From an optimization exercise on the open Yosys and OpenROAD flow, aimed at small area; shortcuts taken in it are not production practice. The RTL was checked by simulation tests, not by an equivalence proof against the original design. Power is estimated from default activity; no workload was simulated.

## design/flow/config.mk

```make
export PLATFORM = sky130hd
export DESIGN_NAME = rv_core
export DESIGN_NICKNAME = rv_core
export VERILOG_FILES = /design/flow/design.v
export SDC_FILE = /design/flow/constraint.sdc
export NUM_CORES = 4
export LEC_CHECK = 0
export CAP_MARGIN = 20
export CORE_MARGIN = 2
export CORE_UTILIZATION = 40
export SLEW_MARGIN = 20
```

## design/flow/constraint.sdc

```tcl
create_clock -name core_clock -period 7.0 [get_ports {i_clk}]
set_input_delay 1.4000 -clock core_clock [delete_from_list [all_inputs] [get_ports {i_clk}]]
set_output_delay 1.4000 -clock core_clock [all_outputs]
set_load 0.01 [all_outputs]
```

## design/flow/design.v

```verilog
`default_nettype none
`default_nettype wire
`default_nettype none
package rv_pkg;
  typedef enum logic [4:0] {
    opc_load   = 5'b00000,
    opc_op_imm = 5'b00100,
    opc_auipc  = 5'b00101,
    opc_store  = 5'b01000,
    opc_op     = 5'b01100,
    opc_lui    = 5'b01101,
    opc_branch = 5'b11000,
    opc_jalr   = 5'b11001,
    opc_jal    = 5'b11011
  } opcode_e;
  typedef enum logic [3:0] {
    alu_add,
    alu_sub,
    alu_sll,
    alu_slt,
    alu_sltu,
    alu_xor,
    alu_srl,
    alu_sra,
    alu_or,
    alu_and,
    alu_pass_b
  } alu_op_e;
  typedef enum logic [1:0] {
    wb_alu  = 2'd0,
    wb_load = 2'd1,
    wb_ret  = 2'd2
  } wb_sel_e;
  typedef struct packed {
    logic [31:0] pc;
    logic [31:0] ret;
    logic [31:0] insn;
  } if_id_t;
  typedef struct packed {
    logic [31:0] rs1_data;
    logic [31:0] rs2_data;
    logic [31:0] imm;
    logic [31:0] pc;
    logic [31:0] ret;
    alu_op_e     alu_op;
    logic [2:0]  funct3;
    opcode_e     opcode;
    logic        a_is_pc;
    logic        b_is_imm;
    logic        mem_rd;
    logic        mem_wr;
    wb_sel_e     wb_sel;
    logic [4:0]  rd;
    logic        wb_en;
  } id_ex_t;
  typedef struct packed {
    logic [31:0] result;
    logic [31:0] store_data;
    logic [31:0] ret;
    logic [2:0]  funct3;
    logic        mem_rd;
    logic        mem_wr;
    wb_sel_e     wb_sel;
    logic [4:0]  rd;
    logic        wb_en;
  } ex_ma_t;
  typedef struct packed {
    logic        wb_en;
    logic [4:0]  rd;
    logic [31:0] data;
  } wb_t;
endpackage
`default_nettype wire
`default_nettype none
module rv_regfile (
  input  logic        i_clk,
  input  logic        i_rst,
  input  rv_pkg::wb_t i_wb,
  input  logic [4:0]  i_rs1,
  input  logic [4:0]  i_rs2,
  output logic [31:0] o_rs1_data,
  output logic [31:0] o_rs2_data
);
  logic [31:0] regs [1:31];
  always_ff @(posedge i_clk) begin
    if (!i_rst && i_wb.wb_en && (i_wb.rd != 5'd0)) begin
      regs[i_wb.rd] <= i_wb.data;
    end
  end
  function automatic logic [31:0] read_port(input logic [4:0] addr);
    if (addr == 5'd0) begin
      read_port = 32'd0;
    end else if (i_wb.wb_en && (addr == i_wb.rd)) begin
      read_port = i_wb.data;
    end else begin
      read_port = regs[addr];
    end
  endfunction
  always_comb begin
    o_rs1_data = read_port(i_rs1);
    o_rs2_data = read_port(i_rs2);
  end
endmodule
`default_nettype wire
`default_nettype none
module rv_fetch (
  input  logic           i_clk,
  input  logic           i_rst,
  input  logic           i_ce,
  input  logic           i_stall,
  input  logic           i_redirect,
  input  logic [31:0]    i_target,
  input  logic [31:0]    i_insn,
  output logic [31:0]    o_pc,
  output rv_pkg::if_id_t o_if_id
);
  logic [31:0] pc_next;
  assign pc_next = o_pc + 32'd4;
  always_ff @(posedge i_clk) begin
    if (i_rst) begin
      o_pc         <= 32'h0000_0000;
      o_if_id.insn <= 32'h0000_0013;
    end else if (i_ce) begin
      if (i_redirect) begin
        o_pc         <= i_target;
        o_if_id.insn <= 32'h0000_0013;
      end else if (!i_stall) begin
        o_pc         <= pc_next;
        o_if_id.pc   <= o_pc;
        o_if_id.ret  <= pc_next;
        o_if_id.insn <= i_insn;
      end
    end
  end
endmodule
`default_nettype wire
`default_nettype none
module rv_decode (
  input  logic           i_clk,
  input  logic           i_rst,
  input  logic           i_ce,
  input  logic           i_flush,
  input  rv_pkg::if_id_t i_if_id,
  input  rv_pkg::wb_t    i_wb,
  input  logic [4:0]     i_ma_rd,
  input  logic           i_ma_wb_en,
  output logic           o_stall,
  output rv_pkg::id_ex_t o_id_ex
);
  logic [4:0]     rs1;
  logic [4:0]     rs2;
  logic [31:0]    rs1_data;
  logic [31:0]    rs2_data;
  logic           use_rs1;
  logic           use_rs2;
  rv_pkg::id_ex_t dec;
  rv_pkg::id_ex_t bubble;
  rv_pkg::id_ex_t id_ex_next;
  assign rs1 = i_if_id.insn[19:15];
  assign rs2 = i_if_id.insn[24:20];
  rv_regfile regfile_i (
    .i_clk      (i_clk),
    .i_rst      (i_rst),
    .i_wb       (i_wb),
    .i_rs1      (rs1),
    .i_rs2      (rs2),
    .o_rs1_data (rs1_data),
    .o_rs2_data (rs2_data)
  );
  rv_decode_insn dec_i (
    .i_insn (i_if_id.insn),
    .o_dec  (dec)
  );
  rv_decode_insn bubble_i (
    .i_insn (32'h0000_0013),
    .o_dec  (bubble)
  );
  always_comb begin
    use_rs1 = !((dec.opcode == rv_pkg::opc_lui) || (dec.opcode == rv_pkg::opc_auipc) ||
                (dec.opcode == rv_pkg::opc_jal));
    use_rs2 = (dec.opcode == rv_pkg::opc_op) || (dec.opcode == rv_pkg::opc_store) ||
              (dec.opcode == rv_pkg::opc_branch);
  end
  function automatic logic src_pending(input logic [4:0] rs);
    src_pending = (rs != 5'd0) &&
                  ((o_id_ex.wb_en && (rs == o_id_ex.rd)) || (i_ma_wb_en && (rs == i_ma_rd)));
  endfunction
  always_comb begin
    o_stall = (use_rs1 && src_pending(rs1)) || (use_rs2 && src_pending(rs2));
  end
  always_comb begin
    id_ex_next          = dec;
    id_ex_next.rs1_data = rs1_data;
    id_ex_next.rs2_data = rs2_data;
    id_ex_next.pc       = i_if_id.pc;
    id_ex_next.ret      = i_if_id.ret;
  end
  always_ff @(posedge i_clk) begin
    if (i_rst) begin
      o_id_ex <= bubble;
    end else if (i_ce) begin
      if (o_stall || i_flush) begin
        o_id_ex <= bubble;
      end else begin
        o_id_ex <= id_ex_next;
      end
    end
  end
endmodule
module rv_decode_insn (
  input  logic [31:0]    i_insn,
  output rv_pkg::id_ex_t o_dec
);
  logic [31:0] imm_i;
  logic [31:0] imm_s;
  logic [31:0] imm_b;
  logic [31:0] imm_u;
  logic [31:0] imm_j;
  logic        writes;
  logic [3:0]  alu_f;
  logic        alt;
  assign imm_i = {{20{i_insn[31]}}, i_insn[31:20]};
  assign imm_s = {{20{i_insn[31]}}, i_insn[31:25], i_insn[11:7]};
  assign imm_b = {{19{i_insn[31]}}, i_insn[31], i_insn[7], i_insn[30:25], i_insn[11:8], 1'b0};
  assign imm_u = {i_insn[31:12], 12'd0};
  assign imm_j = {{11{i_insn[31]}}, i_insn[31], i_insn[19:12], i_insn[20], i_insn[30:21], 1'b0};
  assign alt = i_insn[30] && ((i_insn[6:2] == rv_pkg::opc_op) || (i_insn[14:12] == 3'b101));
  always_comb begin
    case (i_insn[14:12])
      3'b000:  alu_f = alt ? rv_pkg::alu_sub : rv_pkg::alu_add;
      3'b001:  alu_f = rv_pkg::alu_sll;
      3'b010:  alu_f = rv_pkg::alu_slt;
      3'b011:  alu_f = rv_pkg::alu_sltu;
      3'b100:  alu_f = rv_pkg::alu_xor;
      3'b101:  alu_f = alt ? rv_pkg::alu_sra : rv_pkg::alu_srl;
      3'b110:  alu_f = rv_pkg::alu_or;
      default: alu_f = rv_pkg::alu_and;
    endcase
  end
  always_comb begin
    o_dec        = '0;
    o_dec.opcode = rv_pkg::opcode_e'(i_insn[6:2]);
    o_dec.funct3 = i_insn[14:12];
    o_dec.rd     = i_insn[11:7];
    o_dec.alu_op = rv_pkg::alu_add;
    o_dec.wb_sel = rv_pkg::wb_alu;
    writes       = 1'b1;
    case (i_insn[6:2])
      rv_pkg::opc_op: begin
        o_dec.alu_op = rv_pkg::alu_op_e'(alu_f);
      end
      rv_pkg::opc_op_imm: begin
        o_dec.alu_op   = rv_pkg::alu_op_e'(alu_f);
        o_dec.imm      = imm_i;
        o_dec.b_is_imm = 1'b1;
      end
      rv_pkg::opc_load: begin
        o_dec.imm      = imm_i;
        o_dec.b_is_imm = 1'b1;
        o_dec.mem_rd   = 1'b1;
        o_dec.wb_sel   = rv_pkg::wb_load;
      end
      rv_pkg::opc_store: begin
        o_dec.imm      = imm_s;
        o_dec.b_is_imm = 1'b1;
        o_dec.mem_wr   = 1'b1;
        writes         = 1'b0;
      end
      rv_pkg::opc_branch: begin
        o_dec.imm      = imm_b;
        o_dec.a_is_pc  = 1'b1;
        o_dec.b_is_imm = 1'b1;
        writes         = 1'b0;
      end
      rv_pkg::opc_jal: begin
        o_dec.imm      = imm_j;
        o_dec.a_is_pc  = 1'b1;
        o_dec.b_is_imm = 1'b1;
        o_dec.wb_sel   = rv_pkg::wb_ret;
      end
      rv_pkg::opc_jalr: begin
        o_dec.imm      = imm_i;
        o_dec.b_is_imm = 1'b1;
        o_dec.wb_sel   = rv_pkg::wb_ret;
      end
      rv_pkg::opc_lui: begin
        o_dec.alu_op   = rv_pkg::alu_pass_b;
        o_dec.imm      = imm_u;
        o_dec.b_is_imm = 1'b1;
      end
      rv_pkg::opc_auipc: begin
        o_dec.imm      = imm_u;
        o_dec.a_is_pc  = 1'b1;
        o_dec.b_is_imm = 1'b1;
      end
      default: begin
        o_dec.opcode = rv_pkg::opc_op_imm;
        writes       = 1'b0;
      end
    endcase
    o_dec.wb_en = writes && (o_dec.rd != 5'd0);
  end
endmodule
`default_nettype wire
`default_nettype none
module rv_execute (
  input  logic           i_clk,
  input  logic           i_rst,
  input  logic           i_ce,
  input  rv_pkg::id_ex_t i_id_ex,
  output logic           o_redirect,
  output logic [31:0]    o_target,
  output rv_pkg::ex_ma_t o_ex_ma
);
  logic [31:0]    op_a;
  logic [31:0]    op_b;
  logic [31:0]    result;
  logic           taken;
  logic           is_jalr;
  rv_pkg::ex_ma_t ex_ma_next;
  assign op_a = i_id_ex.a_is_pc  ? i_id_ex.pc  : i_id_ex.rs1_data;
  assign op_b = i_id_ex.b_is_imm ? i_id_ex.imm : i_id_ex.rs2_data;
  always_comb begin
    case (i_id_ex.alu_op)
      rv_pkg::alu_add:  result = op_a + op_b;
      rv_pkg::alu_sub:  result = op_a - op_b;
      rv_pkg::alu_sll:  result = op_a << op_b[4:0];
      rv_pkg::alu_slt:  result = {31'd0, $signed(op_a) < $signed(op_b)};
      rv_pkg::alu_sltu: result = {31'd0, op_a < op_b};
      rv_pkg::alu_xor:  result = op_a ^ op_b;
      rv_pkg::alu_srl:  result = op_a >> op_b[4:0];
      rv_pkg::alu_sra:  result = $unsigned($signed(op_a) >>> op_b[4:0]);
      rv_pkg::alu_or:   result = op_a | op_b;
      rv_pkg::alu_and:  result = op_a & op_b;
      default:          result = op_b;
    endcase
  end
  always_comb begin
    case (i_id_ex.funct3)
      3'b000:  taken = i_id_ex.rs1_data == i_id_ex.rs2_data;
      3'b001:  taken = i_id_ex.rs1_data != i_id_ex.rs2_data;
      3'b100:  taken = $signed(i_id_ex.rs1_data) <  $signed(i_id_ex.rs2_data);
      3'b101:  taken = $signed(i_id_ex.rs1_data) >= $signed(i_id_ex.rs2_data);
      3'b110:  taken = i_id_ex.rs1_data <  i_id_ex.rs2_data;
      3'b111:  taken = i_id_ex.rs1_data >= i_id_ex.rs2_data;
      default: taken = 1'b0;
    endcase
  end
  assign is_jalr    = i_id_ex.opcode == rv_pkg::opc_jalr;
  assign o_target   = {result[31:1], result[0] & !is_jalr};
  assign o_redirect = ((i_id_ex.opcode == rv_pkg::opc_branch) && taken) ||
                      (i_id_ex.opcode == rv_pkg::opc_jal) || is_jalr;
  always_comb begin
    ex_ma_next.result     = result;
    ex_ma_next.store_data = i_id_ex.rs2_data;
    ex_ma_next.ret        = i_id_ex.ret;
    ex_ma_next.funct3     = i_id_ex.funct3;
    ex_ma_next.mem_rd     = i_id_ex.mem_rd;
    ex_ma_next.mem_wr     = i_id_ex.mem_wr;
    ex_ma_next.wb_sel     = i_id_ex.wb_sel;
    ex_ma_next.rd         = i_id_ex.rd;
    ex_ma_next.wb_en      = i_id_ex.wb_en;
  end
  always_ff @(posedge i_clk) begin
    if (i_rst) begin
      o_ex_ma.mem_rd <= 1'b0;
      o_ex_ma.mem_wr <= 1'b0;
      o_ex_ma.wb_en  <= 1'b0;
    end else if (i_ce) begin
      o_ex_ma <= ex_ma_next;
    end
  end
endmodule
`default_nettype wire
`default_nettype none
module rv_mem_access (
  input  logic           i_clk,
  input  logic           i_rst,
  input  logic           i_ce,
  input  rv_pkg::ex_ma_t i_ex_ma,
  input  logic [31:0]    i_data_rd,
  output logic [31:0]    o_addr_d,
  output logic [3:0]     o_we_d,
  output logic           o_rd_d,
  output logic [31:0]    o_data_out_d,
  output rv_pkg::wb_t    o_wb
);
  logic [1:0]  lane;
  logic [3:0]  byte_en;
  logic [31:0] load_shifted;
  logic [31:0] load_data;
  logic [31:0] wb_data;
  assign lane     = i_ex_ma.result[1:0];
  assign o_addr_d = i_ex_ma.result;
  assign o_rd_d   = i_ex_ma.mem_rd;
  assign o_we_d   = byte_en & {4{i_ex_ma.mem_wr}};
  always_comb begin
    case (i_ex_ma.funct3[1:0])
      2'b00: begin
        byte_en      = 4'b0001 << lane;
        o_data_out_d = {4{i_ex_ma.store_data[7:0]}};
      end
      2'b01: begin
        byte_en      = lane[1] ? 4'b1100 : 4'b0011;
        o_data_out_d = {2{i_ex_ma.store_data[15:0]}};
      end
      default: begin
        byte_en      = 4'b1111;
        o_data_out_d = i_ex_ma.store_data;
      end
    endcase
  end
  assign load_shifted = i_data_rd >> {lane, 3'b000};
  always_comb begin
    case (i_ex_ma.funct3)
      3'b000:  load_data = {{24{load_shifted[7]}}, load_shifted[7:0]};
      3'b001:  load_data = {{16{load_shifted[15]}}, load_shifted[15:0]};
      3'b100:  load_data = {24'd0, load_shifted[7:0]};
      3'b101:  load_data = {16'd0, load_shifted[15:0]};
      default: load_data = load_shifted;
    endcase
  end
  always_comb begin
    case (i_ex_ma.wb_sel)
      rv_pkg::wb_load: wb_data = load_data;
      rv_pkg::wb_ret:  wb_data = i_ex_ma.ret;
      default:         wb_data = i_ex_ma.result;
    endcase
  end
  always_ff @(posedge i_clk) begin
    if (i_rst) begin
      o_wb.wb_en <= 1'b0;
    end else if (i_ce) begin
      o_wb.wb_en <= i_ex_ma.wb_en;
      o_wb.rd    <= i_ex_ma.rd;
      o_wb.data  <= wb_data;
    end
  end
endmodule
`default_nettype wire
`default_nettype none
module rv_core (
  input  logic        i_clk,
  input  logic        i_rst,
  input  logic        i_valid_i,
  input  logic        i_valid_d,
  input  logic [31:0] i_data_in_i,
  input  logic [31:0] i_data_in_d,
  output logic [31:0] o_addr_i,
  output logic [31:0] o_addr_d,
  output logic [3:0]  o_we_d,
  output logic        o_rd_d,
  output logic [31:0] o_data_out_d
);
  logic           ce;
  logic           stall;
  logic           redirect;
  logic [31:0]    target;
  rv_pkg::if_id_t if_id;
  rv_pkg::id_ex_t id_ex;
  rv_pkg::ex_ma_t ex_ma;
  rv_pkg::wb_t    wb;
  assign ce = i_valid_i && i_valid_d;
  rv_fetch fetch_i (
    .i_clk      (i_clk),
    .i_rst      (i_rst),
    .i_ce       (ce),
    .i_stall    (stall),
    .i_redirect (redirect),
    .i_target   (target),
    .i_insn     (i_data_in_i),
    .o_pc       (o_addr_i),
    .o_if_id    (if_id)
  );
  rv_decode decode_i (
    .i_clk      (i_clk),
    .i_rst      (i_rst),
    .i_ce       (ce),
    .i_flush    (redirect),
    .i_if_id    (if_id),
    .i_wb       (wb),
    .i_ma_rd    (ex_ma.rd),
    .i_ma_wb_en (ex_ma.wb_en),
    .o_stall    (stall),
    .o_id_ex    (id_ex)
  );
  rv_execute execute_i (
    .i_clk      (i_clk),
    .i_rst      (i_rst),
    .i_ce       (ce),
    .i_id_ex    (id_ex),
    .o_redirect (redirect),
    .o_target   (target),
    .o_ex_ma    (ex_ma)
  );
  rv_mem_access mem_access_i (
    .i_clk        (i_clk),
    .i_rst        (i_rst),
    .i_ce         (ce),
    .i_ex_ma      (ex_ma),
    .i_data_rd    (i_data_in_d),
    .o_addr_d     (o_addr_d),
    .o_we_d       (o_we_d),
    .o_rd_d       (o_rd_d),
    .o_data_out_d (o_data_out_d),
    .o_wb         (wb)
  );
endmodule
`default_nettype wire
```

## design/flow/run.sh

```bash
#!/bin/bash
# synth_recipe.tcl (not shown) runs the flow's synth.tcl, then flattens the netlist and writes it again
# the make line also repeats each setting of config.mk as NAME=value (left out here)
make -C /OpenROAD-flow-scripts/flow DESIGN_CONFIG=/design/flow/config.mk WORK_HOME=/design/flow/orfs CLKGATE_MAP_FILE= SYNTH_SCRIPT=/design/flow/synth_recipe.tcl finish
```

==> run summary <==
## critical path: stages (launching register included)
cell      delay, ns
dfxtp_2        0.50
buf_4          0.35
o21ai_0        0.96
inv_1          0.22
ha_1           0.58
inv_1          0.10
a21oi_1        0.22
nand3b_1       0.10
o32ai_1        0.87
a31oi_1        0.37
or4_1          0.54
a21oi_1        0.17
o32ai_1        0.09
o31ai_1        0.19
o221a_2        0.28
## layer usage
| layer | global-route usage (%) | share of wire, % | routed length (um) |
|---|---|---|---|
| met1 | 36.6 | 39 | 107000 |
| met5 | 0 | 0.019 | 52 |
| met2 | 45.6 | 47 | 131000 |
| met3 | 4.72 | 7.5 | 20600 |
| met4 | 15.8 | 6.5 | 18000 |
## final cells by class
cell class | instances | share of cell area [%]
antenna | 6 | 0.0177
clock buffer | 197 | 4.93
clock inverter | 88 | 0.959
inverter | 160 | 0.712
multi-input combinational | 3348 | 37.4
sequential | 1454 | 48.4
tap | 2495 | 3.67
timing repair buffer | 351 | 4.00
## cell usage after synthesis (44+ instances only)
master | count | share of area, %
edfxtp_1 | 1197 | 48
mux4_2 | 561 | 17
nand2_1 | 390 | 2.0
nor2_1 | 326 | 1.6
clkbuf_1 | 312 | 1.6
mux2i_1 | 291 | 3.9
a21oi_1 | 267 | 1.8
dfxtp_1 | 257 | 6.9
o21ai_0 | 244 | 1.6
a22o_1 | 184 | 2.1
inv_1 | 154 | 0.77
ha_1 | 132 | 2.2
buf_1 | 96 | 0.48
a211oi_1 | 91 | 0.91
a22oi_1 | 76 | 0.76
nand3_1 | 59 | 0.39
nor3_1 | 52 | 0.35
buf_4 | 44 | 0.44
## cell families after synthesis
family	after synthesis	synth area share, %
adder cells (fa/ha/maj)	134	2.25
XOR/XNOR	77	0.898
AO/OA/AOI/OAI	1214	11.1
multiplexers	894	21.4
flip-flops	1454	54.7
buffers and inverters	630	3.44
AND/OR/NAND/NOR	1029	6.14
## power by group
part	leakage, nW	switching [mW]	total [mW]	internal [mW]
registers	13.0	0.175	9.56	9.39
clock network	2.46	3.57	8.15	4.58
logic	12.0	1.13	1.88	0.745
## sequential cells by signal (all words and copies together), names as in the netlist, named ones only
register / cells
execute_i.o_ex_ma: 109
decode_i.o_id_ex: 181
fetch_i.o_pc: 32
mem_access_i.o_wb: 38
fetch_i.o_if_id: 92
decode_i.regfile_i.regs: 992
## worst paths after layout
| path | startpoint | endpoint | slack [ns] | cells past startpoint |
|---|---|---|---|---|
| min reg2reg | decode_i.o_id_ex[52] | execute_i.o_ex_ma[41] | 0.44 | 0 |
| max reg2reg | decode_i.o_id_ex[10] | fetch_i.o_pc[29] | 1.39 | 14 |
| min | decode_i.o_id_ex[52] | execute_i.o_ex_ma[41] | 0.44 | 0 |
| max | decode_i.o_id_ex[10] | fetch_i.o_pc[29] | 1.39 | 14 |
## stage by stage
stage               util [%]  instances  hold WS (ns)  instance area, um2  total power, mW
floorplan                  -       5432         0.406               75100             10.8
global placement        42.6       7787         0.419               79700             11.6
detailed placement      42.6       7787         0.417               79700             11.6
CTS                     45.2       8072         0.429               84700             19.7
global route            45.4       8093         0.432               85000             20.1
finish                  45.4       8099         0.436               85000             19.6
==> run summary <==
routed len/inst=34.1 um; Mean Syn Cell Area=13.8 um2; CP Capture Type=flop; crit share post-route=80.2%; Slew headroom=19.4%; starting density of the core=40.1%; Post-CTS Hold Buffers=0; H-tree depth=4; Max Fclk=0.178 GHz; Mapped Area=75100 um2; max-cap viol count=0; CP Launch Type=flop; P per Cell Area=230 nW/um2; status=timing/DRC/antenna clean; Placement Setup Slack=1.52 ns; arrival time worst endpoint=6.36 ns; Worst VDD drop=0.174 mV; post-route setup slack=1.39 ns; CTS sink count=1454; die width=437 um; GP Congestion=1.05; RSZ-0062 raised after global routing=false; CTS clk-pin slew, worst paths=0.06 ns; Die Span Y=437 um; I/O pin total=169; min cycle time layout=5.61 ns; Slew @ Worst Pin=1.20 ns; Req. time, crit path=7.75 ns; drt total wl=276000 um; PostCTS Resize Cnt=0; Mapped Cells=5432; max-slew violation count=0; area grow syn2layout=13.3%; post-route ant nets=0; Tot GR Track Use=28.4%; EDFF count, synth=1197; Crit Path Max Fanout=30; first-pass GRT wire length=387000 um; largest net degree at the start of global routing=129; Seq/Total Area, Yosys=54.7%; Fin. Hold Viols=0; routed vias/inst=6.39; Nets=5674; share of cells above drive strength 1=19.9%; Async SR Flop Fraction=0%; DP Wirelength=187000 um; via count=51758; total grt overflow=0; CTS max path bufs=3; register area=41100 um2; setup TNS=0 ns; ys flop type=edfxtp_1; Filler cells=16429; Pre-antenna DRT Iters=6; Worst-Skew Late Latency=0.82 ns; vias in the first global route=50127; Die Area=191000 um2; Synth warnings=6; core area=187000 um2; HP Class=flop to flop; Crit Path Category=flop to flop; most common cell after layout, fill and taps aside=edfxtp_1; Root Driver=clkbuf_16; drt drc=0; setup violators final=0; synthesized flop and latch total=1454; most frequent cells in the layout=edfxtp_1 (1197), mux4_2 (561), nand2_1 (389); Leakage Power=27.5 nW; clock skew=0.0468 ns; Mapped Nets=5634; iteration-0 DRC count of the detailed router=6256; number of core rows=159; CTS tree=yes; cts bufs inserted=157; number of distinct library cells after synthesis=93; number of antenna violations at the first check in global routing=13; port buffer count=166; Setup Buffers After CTS=0; multi-input logic area=31800 um2

[re-timing with driven ports]
Ports are ideal in the flow. The routed layout listed here was re-timed in OpenROAD. Step 1, drivers: a clkbuf_16 drives i_clk and a buf_2 each remaining input, both assumed. Step 2 also shifts input and output timing later by t, the mid clock arrival at the registers, as if the neighbouring blocks saw the same clock. Three values: ideal ports, drivers, drivers and shift; two values: the first two.
shift t [ns]: 0.883
setup slack, ns: 1.385 / 1.385 / 1.385
latest minus earliest clock arrival (ns): 0.049 / 0.049
After both steps setup and hold are still met in this run. For this run, drivers alone change the setup slack by 0.000 ns; drivers and shift together by 0.000 ns.
